This design comes from an exercise in tuning for small area, a short achievable clock period and few clock cycles per item on the open sky130 flow, not from production work. Power figures rest on the tool's default switching activity, not on a simulated workload.

==> inputs of v35 <==
// poly_cv_gate_to_note_events
module poly_cv_gate_to_note_events (
   input  logic                  clock,
   input  logic                  reset,
   input  logic                  req_tvalid,
   output logic                  req_tready,
   input  logic [REQ_DATA_W-1:0] req_tdata,
   input  logic [0:0]            req_tuser,    
   output logic                  rsp_tvalid,
   input  logic                  rsp_tready,
   output logic [RSP_DATA_W-1:0] rsp_tdata,
   output logic [1:0]            rsp_tuser,    
   output logic                  rsp_tlast,
   input  logic                  csr_psel,
   input  logic                  csr_penable,
   input  logic                  csr_pwrite,
   input  logic [CSR_ADDR_W-1:0] csr_paddr,
   input  logic [CSR_DATA_W-1:0] csr_pwdata,
   output logic [CSR_DATA_W-1:0] csr_prdata,
   output logic                  csr_pready
);
Settings: LEC_CHECK=0, CAP_MARGIN=20, CORE_MARGIN=2, CORE_UTILIZATION=40, SLEW_MARGIN=20; clock period 10.0 ns.
standard.sh (not shown) runs the stock make flow with config.mk's settings and CLKGATE_MAP_FILE= SYNTH_SCRIPT=/design/flow/synth_recipe.tcl, a recipe that flattens the netlist after the stock synthesis.
==> flow/flow/run.sh <==
#!/bin/bash
# Layout flow: the standard layout (standard.sh, with its synthesis
# unchanged), run with timing repair aimed below the clock period, small
# plain buffers on the ports (resized by repair where timing needs it) and
# larger clock-tree sink clusters. Each tool's output goes to a log file here.
set -euo pipefail
export SETUP_SLACK_MARGIN=6
export BUFFER_PORTS_ARGS="-buffer_cell sky130_fd_sc_hd__buf_2"
export CTS_CLUSTER_SIZE=25
export CTS_CLUSTER_DIAMETER=100
bash standard.sh > standard_flow.log 2>&1
==> v20 (differences from v35) <==
--- a/flow/design.v
+++ b/flow/design.v
@@ -24,15 +24,14 @@
    input  logic                  csr_penable,
    input  logic                  csr_pwrite,
    input  logic [CSR_ADDR_W-1:0] csr_paddr,
    input  logic [CSR_DATA_W-1:0] csr_pwdata,
    output logic [CSR_DATA_W-1:0] csr_prdata,
    output logic                  csr_pready,
-   input  logic signed [16:0]    level,       
-   output logic                  level_ge,    
-   output logic                  level_le,    
+   output logic signed [16:0]    gate_high,
+   output logic signed [16:0]    gate_low,
    output logic [15:0]           threshold
 );
    logic signed [16:0] gate_high_ff;
    logic signed [16:0] gate_low_ff;
    logic [15:0]        threshold_ff;
    logic [16:0]        rd_lo_ff;
@@ -44,19 +43,14 @@
    assign csr_pready = 1'b1;
    assign wr_beat    = csr_psel && csr_penable && csr_pwrite;
    assign wr_high    = wr_beat && csr_paddr[3:2] == REG_GATE_HIGH;
    assign wr_low     = wr_beat && csr_paddr[3:2] == REG_GATE_LOW;
    assign wr_level   = csr_pwdata[16:0];
    assign threshold  = threshold_ff;
-   logic ge_reg, ge_wr, le_reg, le_wr;
-   pcg_uge #(.W(17)) u_ge_reg (.a(level ^ 17'h10000), .b(gate_high_ff ^ 17'h10000), .ge(ge_reg));
-   pcg_uge #(.W(17)) u_ge_wr  (.a(level ^ 17'h10000), .b(wr_level ^ 17'h10000),     .ge(ge_wr));
-   pcg_uge #(.W(17)) u_le_reg (.a(gate_low_ff ^ 17'h10000), .b(level ^ 17'h10000),  .ge(le_reg));
-   pcg_uge #(.W(17)) u_le_wr  (.a(wr_level ^ 17'h10000), .b(level ^ 17'h10000),     .ge(le_wr));
-   assign level_ge = wr_high ? ge_wr : ge_reg;
-   assign level_le = wr_low  ? le_wr : le_reg;
+   assign gate_high  = gate_high_ff;
+   assign gate_low   = gate_low_ff;
    always_ff @(posedge clock) begin
       if (reset) begin
          gate_high_ff <= GATE_HIGH_RST;
          gate_low_ff  <= GATE_LOW_RST;
          threshold_ff <= THRESHOLD_RST;
       end else begin
@@ -97,14 +91,12 @@
 module pcg_lane_mem (
    input  logic               clock,
    input  logic               reset,
    input  logic [15:0]        rd_sel,
    output logic [6:0]         rd_note,
    output logic [19:0]        rd_t,
-   input  logic [15:0]        walk_sel,
-   output logic [6:0]         walk_note,
    output logic [15:0]        gates,
    output logic [15:0]        gates_nx,
    input  logic [15:0]        gate_set,
    input  logic [15:0]        gate_clr,
    input  logic [15:0]        note_we,
    input  logic [15:0]        t_we,
@@ -116,17 +108,15 @@
    logic [19:0] t_ff    [0:15];
    assign gates    = gate_ff;
    assign gates_nx = (gate_ff & ~gate_clr) | gate_set;
    always_comb begin
       rd_note   = '0;
       rd_t      = '0;
-      walk_note = '0;
       for (int i = 0; i < 16; i++) begin
          rd_note   = rd_note   | (note_ff[i] & {7{rd_sel[i]}});
          rd_t      = rd_t      | (t_ff[i] & {20{rd_sel[i]}});
-         walk_note = walk_note | (note_ff[i] & {7{walk_sel[i]}});
       end
    end
    always_ff @(posedge clock) begin
       if (reset) begin
          gate_ff <= '0;
       end else begin
@@ -241,34 +231,34 @@
    end
 endmodule
 module pcg_velocity_pre (
    input  logic [17:0] vel_t,       
    output logic [12:0] hi_s,
    output logic [12:0] hi_k,
-   output logic        c17
+   output logic        c6
 );
-   logic [29:0] v_s1, v_k1, v_s2, v_k2, v_s3, v_k3;
-   pcg_csa #(.W(30)) u_v1 (.a(30'(vel_t)), .b(30'(vel_t) << 4), .c(30'(vel_t) << 8),
-                           .s(v_s1), .k(v_k1));
-   pcg_csa #(.W(30)) u_v2 (.a(v_s1), .b(v_k1), .c(30'(vel_t) << 12), .s(v_s2), .k(v_k2));
-   pcg_csa #(.W(30)) u_v3 (.a(v_s2), .b(v_k2), .c(30'h12000), .s(v_s3), .k(v_k3));
-   logic        no_c17;
-   pcg_uge #(.W(17)) u_c17 (.a(~v_k3[16:0]), .b(v_s3[16:0]), .ge(no_c17));
-   assign c17 = !no_c17;
-   assign hi_s = v_s3[29:17];
-   assign hi_k = v_k3[29:17];
+   logic [18:0] s1, k1, s2, k2, s3, k3;
+   logic        no_c6;
+   pcg_csa #(.W(19)) u_v1 (.a(19'(vel_t) << 1), .b(19'(vel_t >> 3)), .c(19'(vel_t >> 7)),
+                           .s(s1), .k(k1));
+   pcg_csa #(.W(19)) u_v2 (.a(s1), .b(k1), .c(19'(vel_t >> 11)), .s(s2), .k(k2));
+   pcg_csa #(.W(19)) u_v3 (.a(s2), .b(k2), .c(19'd38), .s(s3), .k(k3));
+   pcg_uge #(.W(6)) u_c6 (.a(~k3[5:0]), .b(s3[5:0]), .ge(no_c6));
+   assign c6   = !no_c6;
+   assign hi_s = s3[18:6];
+   assign hi_k = k3[18:6];
 endmodule
 module pcg_velocity (
    input  logic [12:0] hi_s,
    input  logic [12:0] hi_k,
-   input  logic        c17,
+   input  logic        c6,
    input  logic [1:0]  vel_sel,     
    output logic [12:0] velocity
 );
    logic [12:0] quot;
-   pcg_add #(.W(13)) u_hi (.a(hi_s), .b(hi_k), .cin(c17), .s(quot));
+   pcg_add #(.W(13)) u_hi (.a(hi_s), .b(hi_k), .cin(c6), .s(quot));
    always_comb begin
       case (vel_sel)
          2'd0:    velocity = quot;
          2'd1:    velocity = VEL_DEFAULT;
          2'd2:    velocity = 13'd0;
          default: velocity = VEL_FULL;
@@ -354,37 +344,46 @@
    logic [3:0]    o_lane_ff;
    logic [6:0]    o_note_ff;
    logic [12:0]   o_vel_ff;
    logic [21:0]   o_off_ff;
    logic [15:0]   o_time_ff;
    logic          o_last_ff;
-   logic          s_valid_ff;
-   logic [EW-1:0] s_ff;
+   logic [1:0]    cnt_ff;         
+   logic [1:0]    cnt_nx;
+   logic [EW-1:0] q0_ff;
+   logic [EW-1:0] q1_ff;
    logic [EW-1:0] e_bus;
    logic [EW-1:0] o_src;
    logic          o_free;
+   logic          o_take;         
+   logic          pop;
+   logic          to_q;
    assign e_bus  = {e_on, e_last, e_kind, e_lane, e_note, e_vel, e_off, e_time};
    assign o_free = !o_valid_ff || (rsp_tready && !o_on_ff);
-   assign o_src  = s_valid_ff ? s_ff : e_bus;
-   assign skid_busy    = s_valid_ff;
-   assign skid_busy_nx = s_valid_ff ? !o_free : (push && !o_free);
+   assign o_take = o_free && !o_on_ff;
+   assign o_src  = (cnt_ff != 2'd0) ? q0_ff : e_bus;
+   assign pop    = o_take && (cnt_ff != 2'd0);
+   assign to_q   = push && !(o_take && cnt_ff == 2'd0);
+   assign cnt_nx = cnt_ff - 2'(pop) + 2'(to_q);
+   assign skid_busy    = (cnt_ff == 2'd2);
+   assign skid_busy_nx = (cnt_nx == 2'd2);
    always_ff @(posedge clock) begin
       if (reset) begin
          o_valid_ff <= 1'b0;
          o_on_ff    <= 1'b0;
-         s_valid_ff <= 1'b0;
+         cnt_ff     <= 2'd0;
       end else begin
          if (o_on_ff) begin
             if (rsp_tready) begin
                o_on_ff <= 1'b0;
             end
          end else if (o_free) begin
-            o_valid_ff <= s_valid_ff || push;
-            o_on_ff    <= o_src[EW-1] && (s_valid_ff || push);
+            o_valid_ff <= (cnt_ff != 2'd0) || push;
+            o_on_ff    <= o_src[EW-1] && ((cnt_ff != 2'd0) || push);
          end
-         s_valid_ff <= skid_busy_nx;
+         cnt_ff <= cnt_nx;
       end
    end
    always_ff @(posedge clock) begin
       if (o_on_ff) begin
          if (rsp_tready) begin
             o_kind_ff <= EVT_PITCH;
@@ -392,14 +391,24 @@
             o_last_ff <= 1'b1;
          end
       end else if (o_free) begin
          {o_last_ff, o_kind_ff, o_lane_ff, o_note_ff, o_vel_ff, o_off_ff, o_time_ff} <= o_src[EW-2:0];
          o_last_ff <= o_src[EW-2] && !o_src[EW-1];
       end
-      if (!s_valid_ff) begin
-         s_ff <= e_bus;
+      if (pop) begin
+         q0_ff <= (cnt_ff == 2'd2) ? q1_ff : e_bus;
+         if (to_q && cnt_ff == 2'd2) begin
+            q1_ff <= e_bus;
+         end
+      end else begin
+         if (cnt_ff == 2'd0) begin
+            q0_ff <= e_bus;
+         end
+         if (to_q && cnt_ff == 2'd1) begin
+            q1_ff <= e_bus;
+         end
       end
    end
    assign rsp_tvalid = o_valid_ff;
    assign rsp_tuser  = o_kind_ff;
    assign rsp_tlast  = o_last_ff;
    assign rsp_tdata  = {2'd0, o_time_ff, o_off_ff & {22{!o_on_ff}}, o_vel_ff, o_note_ff, o_lane_ff};
@@ -422,22 +431,23 @@
    input  logic                  csr_pwrite,
    input  logic [CSR_ADDR_W-1:0] csr_paddr,
    input  logic [CSR_DATA_W-1:0] csr_pwdata,
    output logic [CSR_DATA_W-1:0] csr_prdata,
    output logic                  csr_pready
 );
-   logic               in_ge;
-   logic               in_le;
+   logic signed [16:0] gate_high;
+   logic signed [16:0] gate_low;
    logic [15:0]        threshold;
    logic               rdy_ff;         
    logic               a_valid_ff;
    logic               a_reset_ff;
    logic [3:0]         a_lane_ff;
    logic [4:0]         a_req_ff;       
-   logic               a_ge_ff;
-   logic               a_le_ff;
+   logic signed [16:0] a_gate_ff;
+   logic               a_ge;           
+   logic               a_le;           
    logic signed [16:0] a_pitch_ff;
    logic signed [6:0]  a_m_ff;         
    logic [17:0]        a_vt_ff;        
    logic [1:0]         a_vsel_ff;
    logic [15:0]        a_time_ff;
    logic               b_valid_ff;
@@ -477,12 +487,13 @@
    logic [15:0]        a_pend;
    logic [12:0]        c_vel;
    logic [6:0]         mem_note;
    logic [19:0]        mem_t;
    logic [15:0]        walk_sel;
    logic [6:0]         walk_note;
+   logic [15:0]        rd_sel;
    logic [15:0]        gates;
    logic [15:0]        gates_nx;
    logic [15:0]        gate_set;
    logic [15:0]        gate_clr;
    logic [15:0]        note_we;
    logic [15:0]        t_we;
@@ -503,13 +514,12 @@
    logic               a_move;
    logic               a_valid_nx;
    logic               b_valid_nx;
    logic               b_final_nx;
    logic               step_nx;
    logic               wphase;         
-   logic [15:0]        pend_nx;
    logic               bfree_nx;
    logic               noev_nx;
    logic               fire_nx;
    logic               a_use;
    logic               a_gate;
    logic               rise, fall, held;
@@ -531,25 +541,22 @@
       .csr_penable (csr_penable),
       .csr_pwrite  (csr_pwrite),
       .csr_paddr   (csr_paddr),
       .csr_pwdata  (csr_pwdata),
       .csr_prdata  (csr_prdata),
       .csr_pready  (csr_pready),
-      .level       (in_gate),
-      .level_ge    (in_ge),
-      .level_le    (in_le),
+      .gate_high   (gate_high),
+      .gate_low    (gate_low),
       .threshold   (threshold)
    );
    pcg_lane_mem u_lane_mem (
       .clock     (clock),
       .reset     (reset),
-      .rd_sel    (a_sel),
+      .rd_sel    (rd_sel),
       .rd_note   (mem_note),
       .rd_t      (mem_t),
-      .walk_sel  (walk_sel),
-      .walk_note (walk_note),
       .gates     (gates),
       .gates_nx  (gates_nx),
       .gate_set  (gate_set),
       .gate_clr  (gate_clr),
       .note_we   (note_we),
       .t_we      (t_we),
@@ -557,18 +564,18 @@
       .wr_t      (it_t_ff)
    );
    pcg_velocity_pre u_velocity_pre (
       .vel_t (a_vt_ff),
       .hi_s  (a_vhs),
       .hi_k  (a_vhk),
-      .c17   (a_vc)
+      .c6    (a_vc)
    );
    pcg_velocity u_velocity (
       .hi_s     (it_vhs_ff),
       .hi_k     (it_vhk_ff),
-      .c17      (it_vc_ff),
+      .c6       (it_vc_ff),
       .vel_sel  (it_vsel_ff),
       .velocity (c_vel)
    );
    pcg_note_calc u_note_calc (
       .a           ({it_t_ff, 2'b00}),
       .rec_note    (rec_note_ff),
@@ -612,14 +619,13 @@
             a_req_ff <= 5'd1;
          end else if (in_count > 5'd16) begin
             a_req_ff <= 5'd16;
          end else begin
             a_req_ff <= in_count;
          end
-         a_ge_ff    <= in_ge;
-         a_le_ff    <= in_le;
+         a_gate_ff  <= in_gate;
          a_pitch_ff <= req_tdata[42:26];
          a_m_ff     <= 7'sd15 + 7'($signed(req_tdata[47:43])) + (7'($signed(req_tdata[47:43])) <<< 1);
          a_vt_ff    <= in_vt;
          if (!req_tdata[65]) begin
             a_vsel_ff <= 2'd1;
          end else if (in_vl[16] || in_vl == 17'd0) begin
@@ -629,55 +635,44 @@
          end else begin
             a_vsel_ff <= 2'd0;
          end
          a_time_ff  <= req_tdata[81:66];
       end
    end
+   pcg_uge #(.W(17)) u_ge (.a(a_gate_ff ^ 17'h10000), .b(gate_high ^ 17'h10000), .ge(a_ge));
+   pcg_uge #(.W(17)) u_le (.a(gate_low ^ 17'h10000), .b(a_gate_ff ^ 17'h10000), .ge(a_le));
    assign a_lane0  = (a_lane_ff == 4'd0);
    assign a_sel    = 16'(1) << a_lane_ff;
    assign a_simple = (a_pend == 16'd0);
    pcg_csa #(.W(20)) u_a_csa (
       .a (20'(a_pitch_ff)),
       .b (20'(a_pitch_ff) << 1),
       .c (20'(a_m_ff) << 12),
       .s (a_t_s),
       .k (a_t_k)
    );
    pcg_add #(.W(20)) u_a_add (.a(a_t_s), .b(a_t_k), .cin(1'b0), .s(a_t));
-   function automatic logic lowest_only(input logic [15:0] x);
-      logic seen;
-      logic two;
-      seen = 1'b0;
-      two  = 1'b0;
-      for (int i = 0; i < 16; i++) begin
-         two  = two | (seen & x[i]);
-         seen = seen | x[i];
-      end
-      lowest_only = !two;
-   endfunction
    assign wphase = !(b_simple_ff || b_final_ff);
-   assign step   = !wphase || (it_reset_ff && walk_single);
+   assign step   = !wphase;
    assign fire   = fire_ff;
    assign b_done = done_ff;
    assign a_move = a_valid_ff && bfree_ff;
    assign a_use  = !a_reset_ff && (a_lane0 || {1'b0, a_lane_ff} < lanes_ff);
    assign a_gate = |(gates_nx & a_sel);
    always_comb begin
       a_valid_nx = rdy_ff ? req_tvalid : a_valid_ff;
       b_valid_nx = a_move || (b_valid_ff && !b_done);
       if (bfree_ff) begin
          b_final_nx = 1'b0;
-         pend_nx    = a_pend;
-         step_nx    = a_simple || (a_reset_ff && lowest_only(a_pend));
-         noev_nx    = a_simple && (!a_use || (!a_gate && !a_ge_ff));
+         step_nx    = a_simple;
+         noev_nx    = !a_use || (!a_gate && !a_ge);
       end else begin
          noev_nx    = noev_ff;
          b_final_nx = b_final_ff
                       || (b_valid_ff && wphase && (!walk_any || (fire && walk_single)));
-         pend_nx    = (fire && wphase) ? (pending & ~walk_sel) : pending;
-         step_nx    = b_simple_ff || b_final_nx || (it_reset_ff && lowest_only(pend_nx));
+         step_nx    = b_simple_ff || b_final_nx;
       end
       fire_nx  = b_valid_nx && (!skid_busy_nx || (noev_nx && step_nx));
       bfree_nx = !b_valid_nx || (fire_nx && step_nx);
    end
    always_ff @(posedge clock) begin
       if (reset) begin
@@ -717,14 +712,14 @@
       if (bfree_ff) begin
          b_simple_ff <= a_simple;
          it_reset_ff <= a_reset_ff;
          it_sel_ff   <= a_sel;
          it_pend_ff  <= a_pend;
          it_use_ff   <= a_use;
-         it_ge_ff    <= a_ge_ff;
-         it_le_ff    <= a_le_ff;
+         it_ge_ff    <= a_ge;
+         it_le_ff    <= a_le;
          it_t_ff     <= a_t;
          it_vhs_ff   <= a_vhs;
          it_vhk_ff   <= a_vhk;
          it_vc_ff    <= a_vc;
          it_vsel_ff  <= a_vsel_ff;
          it_time_ff  <= a_time_ff;
@@ -732,13 +727,15 @@
          rec_note_ff <= (note_wr && |(it_sel_ff & a_sel)) ? c_note : mem_note;
          rec_t_ff    <= (t_wr && |(it_sel_ff & a_sel)) ? it_t_ff : mem_t;
       end else if (fire && wphase) begin
          it_pend_ff  <= it_pend_ff & ~walk_sel;
       end
    end
-   assign pending  = it_pend_ff;
+   assign pending   = it_pend_ff;
+   assign rd_sel    = (b_valid_ff && wphase) ? walk_sel : a_sel;
+   assign walk_note = mem_note;
    assign walk_any = |pending;
    always_comb begin
       walk_sel  = '0;
       walk_lane = '0;
       for (int i = 15; i >= 0; i--) begin
          if (pending[i]) begin
==> flow/flow/run.sh (replaced) <==
#!/bin/bash
# Layout flow: the standard layout (standard.sh, with its synthesis
# unchanged), run with timing repair aimed below the clock period, small
# plain buffers on the ports (resized by repair where timing needs it) and
# larger clock-tree sink clusters. Each tool's output goes to a log file here.
set -euo pipefail
export SETUP_SLACK_MARGIN=6.15
export BUFFER_PORTS_ARGS="-buffer_cell sky130_fd_sc_hd__buf_1"
export CTS_CLUSTER_SIZE=25
export CTS_CLUSTER_DIAMETER=100
bash standard.sh > standard_flow.log 2>&1
==> impl_metrics.tcl <==
set metrics [dict create \
    clk_share 0.0303 \
    pre_cts_ws_ps 4790 \
    non_clock_buffer_count 298 \
    fin_skew_ps 45.4 \
    cp_common_cell "maj3_1" \
    antenna_found_initial 5 \
    p_int_uw 6050 \
    pwr-share-clk 0.238 \
    run_status "complete, no violations" \
    fin_cells 4697 \
    share_comb_of_total_power 0.240 \
    reg2reg_depth 12 \
    taps 1287 \
    path_clk_slew_ps 100 \
    synthTopCellsByArea "edfxtp_1 51%, dfxtp_1 9.1%, ha_1 4.4%" \
]
That was v35.
==> impl_metrics.tcl <==
set metrics [dict create \
    pwr-share-clk 0.196 \
    run_status "complete, no violations" \
    multi_input_area_share 0.298 \
    path_clk_slew_ps 90 \
    p_int_uw 7090 \
    reg2reg_depth 17 \
    pre_cts_ws_ps 4380 \
    antenna_found_initial 4 \
    grt_pass1_wl_um 165000 \
    taps 1380 \
    clk_share 0.0264 \
    fin_skew_ps 29.4 \
    non_clock_buffer_count 342 \
    synthTopCellsByArea "edfxtp_1 60%, dfxtp_1 4.8%, nand2_1 4.4%" \
    fin_cells 4939 \
]
That was v20.
No run of this note included a check of the RTL's function; only the layout flow was run.

==> separate check: timing with driven ports <==
Ports are ideal in the flow. The routed layouts listed here were re-timed in OpenROAD.
Step 1 sets driving cells, clkbuf_16 on the clock port and buf_2 on the other inputs (assumed; they add their load-dependent delay and slew).
Step 2 adds t to the input delays and takes it off the output delays; t is the mean of the earliest and latest rising clock arrival at the registers after step 1. Input paths then give back, and output paths get back, about the clock's delay inside the block.
Three values: ideal, step 1, step 2; two values: the first two.
| run | t (ns) | setup slack, ns | hold slack, ns | worst setup path at the end |
|---|---|---|---|---|
| v35 | 0.711 | 6.043 / 6.043 / 5.586 | 0.422 / 0.422 / 0.422 | input to register |
| v20 | 0.694 | 5.954 / 5.954 / 5.467 | 0.425 / 0.425 / 0.425 | input to register |
After both steps every run listed still meets setup and hold. The setup slack of v20, which loses most, moves by 0.000 ns with the drivers and by -0.487 ns with both steps.
